Background: an optimization exercise with open tools, aiming at small area, a short achievable clock period and few clock cycles. Do not read the settings as production practice.
In this exercise RTL edits were held to simulation tests only and were not proved equivalent to the original.
The flow treats the clock pin as an ideal source, which a real chip does not have.
Power and IR drop assume default switching activity.

## yarrow
==> module gpu_property_tlv_parser, before the edit <==
module gpu_property_tlv_parser (
   input  logic         clock,
   input  logic         reset,
   input  logic         req_tvalid,
   output logic         req_tready,
   input  logic [7:0]   req_tdata,
   input  logic         req_tlast,
   output logic         rsp_tvalid,
   input  logic         rsp_tready,
   output logic [399:0] rsp_tdata,
   output logic [1:0]   rsp_tuser
);
   logic        val_ff;       
   logic [2:0]  pos_ff;       
   logic [1:0]  len_ff;       
   logic [6:0]  idlo_ff;      
   logic        hiz_ff;       
   logic [7:0][7:0] acc_ff;   
   logic [9:0]  lsel_ff;      
   logic        seen_ff;      
   logic        fin_ff;       
   logic        trunc_ff;     
   logic        busy_ff;      
   logic        clr_ff;       
   logic        p2_ff;        
   logic        p2st_ff;      
   logic        rvalid_ff;
   logic [1:0]  status_ff;
   logic        rdy_ff;
   logic [399:0] store_ff;
   logic        accept, tl_acc, hand, pres;
   logic [2:0]  last_pos;
   logic        val_done;
   logic        val_d;
   logic        busy_d, p2_d;
   logic [9:0]  match;
   logic [9:0]  csel;         
   logic        trunc_now;
   assign accept = req_tvalid && rdy_ff;
   assign tl_acc = accept && req_tlast;
   assign hand   = rvalid_ff && rsp_tready;
   assign pres   = p2_ff && (clr_ff || !busy_ff);
   always_comb begin
      case (len_ff)
         2'd0:    last_pos = 3'd0;
         2'd1:    last_pos = 3'd1;
         2'd2:    last_pos = 3'd3;
         default: last_pos = 3'd7;
      endcase
   end
   assign val_done  = val_ff && (pos_ff == last_pos);
   assign trunc_now = val_ff ? !val_done : (pos_ff[1:0] == 2'd3);
   always_comb begin
      match = '0;
      if (hiz_ff) begin
         case (idlo_ff)
            gptlv_pkg::IdProduct:  match[0] = 1'b1;
            gptlv_pkg::IdVersion:  match[1] = 1'b1;
            gptlv_pkg::IdMinorRev: match[2] = 1'b1;
            gptlv_pkg::IdMajorRev: match[3] = 1'b1;
            gptlv_pkg::IdFreq:     match[4] = 1'b1;
            gptlv_pkg::IdMemory:   match[5] = 1'b1;
            gptlv_pkg::IdShader:   match[6] = 1'b1;
            gptlv_pkg::IdTiler:    match[7] = 1'b1;
            gptlv_pkg::IdL2:       match[8] = 1'b1;
            gptlv_pkg::IdEngines:  match[9] = 1'b1;
            default: ;
         endcase
      end
   end
   assign csel = clr_ff ? 10'd0 : lsel_ff;
   always_comb begin
      val_d = val_ff;
      if (reset) val_d = 1'b0;
      else if (accept) begin
         if (req_tlast) val_d = 1'b0;
         else if (val_ff) val_d = !val_done;
         else val_d = (pos_ff[1:0] == 2'd3);
      end
   end
   always_comb begin
      busy_d = busy_ff;
      p2_d   = p2_ff;
      if (reset) begin
         busy_d = 1'b0;
         p2_d   = 1'b0;
      end else begin
         if (tl_acc && !busy_ff) busy_d = 1'b1;
         else if (pres) busy_d = 1'b1;
         else if (clr_ff) busy_d = 1'b0;
         if (tl_acc && busy_ff) p2_d = 1'b1;
         else if (pres) p2_d = 1'b0;
      end
   end
   always_ff @(posedge clock) begin
      if (reset) begin
         val_ff <= 1'b0;
         pos_ff <= '0;
      end else if (accept) begin
         val_ff <= val_d;
         if (req_tlast) begin
            pos_ff <= '0;
         end else if (val_ff) begin
            pos_ff <= val_done ? 3'd0 : pos_ff + 3'd1;
         end else begin
            pos_ff <= (pos_ff[1:0] == 2'd3) ? 3'd0 : pos_ff + 3'd1;
         end
      end
   end
   always_ff @(posedge clock) begin
      if (accept && !val_ff) begin
         case (pos_ff[1:0])
            2'd0: begin
               len_ff       <= req_tdata[1:0];
               idlo_ff[5:0] <= req_tdata[7:2];
            end
            2'd1: begin
               idlo_ff[6] <= req_tdata[0];
               hiz_ff     <= (req_tdata[7:1] == 7'd0);
            end
            default: hiz_ff <= hiz_ff && (req_tdata == 8'd0);
         endcase
      end
   end
   for (genvar i = 0; i < 8; i++) begin : g_lane
      always_ff @(posedge clock) begin
         if (accept && val_ff && pos_ff == 3'(i)) acc_ff[i] <= req_tdata;
      end
   end
   always_ff @(posedge clock) begin
      if (reset) begin
         lsel_ff <= '1;
         fin_ff  <= 1'b0;
         seen_ff <= 1'b0;
      end else begin
         lsel_ff <= (accept && val_done) ? match : 10'd0;
         if (hand) lsel_ff <= '1;
         fin_ff  <= tl_acc && !busy_ff;
         if (fin_ff) seen_ff <= 1'b0;
         else if (csel[0]) seen_ff <= 1'b1;
      end
      trunc_ff <= trunc_now;
   end
   always_ff @(posedge clock) begin
      if (reset) begin
         rvalid_ff <= 1'b0;
         clr_ff    <= 1'b1;
         rdy_ff    <= 1'b1;
      end else begin
         if (fin_ff || pres) rvalid_ff <= 1'b1;
         else if (hand) rvalid_ff <= 1'b0;
         clr_ff <= hand;
         rdy_ff <= !p2_d && !(busy_d && val_d);
      end
      busy_ff <= busy_d;
      p2_ff   <= p2_d;
      if (tl_acc && busy_ff) p2st_ff <= trunc_now;
      if (fin_ff) begin
         if (trunc_ff) status_ff <= gptlv_pkg::STATUS_TRUNCATED;
         else if (seen_ff || csel[0]) status_ff <= gptlv_pkg::STATUS_OK;
         else status_ff <= gptlv_pkg::STATUS_NO_PRODUCT;
      end else if (pres) begin
         status_ff <= p2st_ff ? gptlv_pkg::STATUS_TRUNCATED : gptlv_pkg::STATUS_NO_PRODUCT;
      end
   end
   logic [63:0] src;
   logic [9:0]  load;
   for (genvar b = 0; b < 8; b++) begin : g_src
      logic keep;
      assign keep = !clr_ff && (len_ff == 2'd3 || (len_ff == 2'd2 && b < 4) ||
                                (len_ff == 2'd1 && b < 2) || b == 0);
      assign src[8*b +: 8] = keep ? acc_ff[b] : 8'd0;
   end
   assign load = lsel_ff;
   always_ff @(posedge clock) begin
      if (load[0]) store_ff[31:0]    <= src[31:0];
      if (load[1]) store_ff[47:32]   <= src[15:0];
      if (load[2]) store_ff[63:48]   <= src[15:0];
      if (load[3]) store_ff[79:64]   <= src[15:0];
      if (load[4]) store_ff[111:80]  <= src[31:0];
      if (load[5]) store_ff[175:112] <= src;
      if (load[6]) store_ff[239:176] <= src;
      if (load[7]) store_ff[303:240] <= src;
      if (load[8]) store_ff[367:304] <= src;
      if (load[9]) store_ff[399:368] <= src[31:0];
   end
   assign req_tready = rdy_ff;
   assign rsp_tvalid = rvalid_ff;
   assign rsp_tuser  = status_ff;
   assign rsp_tdata  = store_ff;
endmodule
Settings: LEC_CHECK=0, CAP_MARGIN=20, CORE_MARGIN=2, CORE_UTILIZATION=40, CTS_CLUSTER_DIAMETER=60, CTS_CLUSTER_SIZE=25, SETUP_SLACK_MARGIN=3.3, SLEW_MARGIN=20; clock period 5.0 ns.
standard.sh (not shown) runs the stock make flow with config.mk's settings and CLKGATE_MAP_FILE= SYNTH_SCRIPT=/design/flow/synth_recipe.tcl, a recipe that flattens the netlist after the stock synthesis.
==> flow/flow/run.sh <==
#!/bin/bash
# Standard ORFS layout, with one change after clock tree synthesis
# (post_cts.tcl): the tree's root buffer, which only relays the clock port to
# the first branching buffers, is removed so that the port drives those
# buffers directly. This takes one buffer stage off every register's clock
# path alike; the clock tree below it is untouched.
set -euo pipefail
bash standard.sh "POST_CTS_TCL=$PWD/flow/post_cts.tcl" finish > standard_flow.log 2>&1
==> flow/flow/post_cts.tcl <==
set block [ord::get_db_block]
set port_net [[$block findBTerm clock] getNet]
set sinks [$port_net getITerms]
if {[llength $sinks] == 1} {
  set root [[lindex $sinks 0] getInst]
  set out_net [[$root findITerm X] getNet]
  set loads {}
  foreach it [$out_net getITerms] {
    if {[$it getInst] != $root} { lappend loads $it }
  }
  if {[llength $loads] <= 4 && [[$root getMaster] getName] eq "sky130_fd_sc_hd__clkbuf_16"} {
    puts "post_cts: bypassing root buffer [$root getName] ([llength $loads] loads)"
    [$root findITerm A] disconnect
    [$root findITerm X] disconnect
    foreach it $loads {
      $it disconnect
      $it connect $port_net
    }
    odb::dbInst_destroy $root
    odb::dbNet_destroy $out_net
    estimate_parasitics -placement
    repair_timing_helper
    detailed_placement
    check_placement -verbose
    estimate_parasitics -placement
    report_clock_latency
  }
}
Testbench counts of yarrow, summed over its fixed seeds: cycles 28,137.
[inputs] juniper vs yarrow
-- flow/design.v --
<<< yarrow, line 33
   logic        hiz_ff;       
   logic [7:0][7:0] acc_ff;   
   logic [9:0]  lsel_ff;      
   logic        seen_ff;      
   logic        fin_ff;       
>>> juniper, line 33
   logic        hiz_ff;       
   logic [7:0][7:0] acc_ff;   
   logic        cm_ff;        
   logic        seen_ff;      
   logic        fin_ff;       
<<< yarrow, line 85
      end
   end
   assign csel = clr_ff ? 10'd0 : lsel_ff;
   always_comb begin
      val_d = val_ff;
>>> juniper, line 85
      end
   end
   assign csel = cm_ff ? match : 10'd0;
   always_comb begin
      val_d = val_ff;
<<< yarrow, line 146
   always_ff @(posedge clock) begin
      if (reset) begin
         lsel_ff <= '1;
         fin_ff  <= 1'b0;
         seen_ff <= 1'b0;
      end else begin
         lsel_ff <= (accept && val_done) ? match : 10'd0;
         if (hand) lsel_ff <= '1;
         fin_ff  <= tl_acc && !busy_ff;
         if (fin_ff) seen_ff <= 1'b0;
>>> juniper, line 146
   always_ff @(posedge clock) begin
      if (reset) begin
         cm_ff   <= 1'b0;
         fin_ff  <= 1'b0;
         seen_ff <= 1'b0;
      end else begin
         cm_ff   <= accept && val_done;
         fin_ff  <= tl_acc && !busy_ff;
         if (fin_ff) seen_ff <= 1'b0;
<<< yarrow, line 188
      assign src[8*b +: 8] = keep ? acc_ff[b] : 8'd0;
   end
   assign load = lsel_ff;
   always_ff @(posedge clock) begin
      if (load[0]) store_ff[31:0]    <= src[31:0];
>>> juniper, line 187
      assign src[8*b +: 8] = keep ? acc_ff[b] : 8'd0;
   end
   assign load = csel | {10{clr_ff}};
   always_ff @(posedge clock) begin
      if (load[0]) store_ff[31:0]    <= src[31:0];
--- outcome ---
The full die area in juniper sits about 1% below the value recorded for yarrow. Relative to yarrow, total power density per cell area has gone down in juniper. The worst hold slack in juniper sits 0.011 ns above the value recorded for yarrow. juniper vs yarrow: global-route usage up. On setup slack, juniper does worse than yarrow. The amount of wire on met3 after detailed routing in juniper sits about 2.6% below the value recorded for yarrow.
Testbench counts of juniper, summed over its fixed seeds: cycles 28,137.

-- afterwards: timing with drivers on the ports --
How much do the figures lean on ideal ports? The routed layouts below were timed once more, with nothing changed but the port constraints.
Step 1 assumes that a clkbuf_16 drives the clock port and a buf_2 every other input.
Step 2 adds t to the input delays and takes it off the output delays; t is the mean of the earliest and latest rising clock arrival at the registers after step 1. Input paths then give back, and output paths get back, about the clock's delay inside the block.
Slacks: ideal / step 1 / step 2; pairs: ideal / step 1.
run | t (ns) | setup WS [ns] | worst setup path at the end | worst slew at a driven data input, ns | cell pins on the clock port's net
yarrow | 0.466 | 2.973 / 2.865 / 2.867 | input to register | 0.07 | 4
juniper | 0.469 | 2.929 / 2.897 / 2.915 | input to register | 0.07 | 4
After both steps every run listed still meets setup and hold. The setup slack of yarrow, which loses most, moves by -0.108 ns with the drivers and by -0.106 ns with both steps.
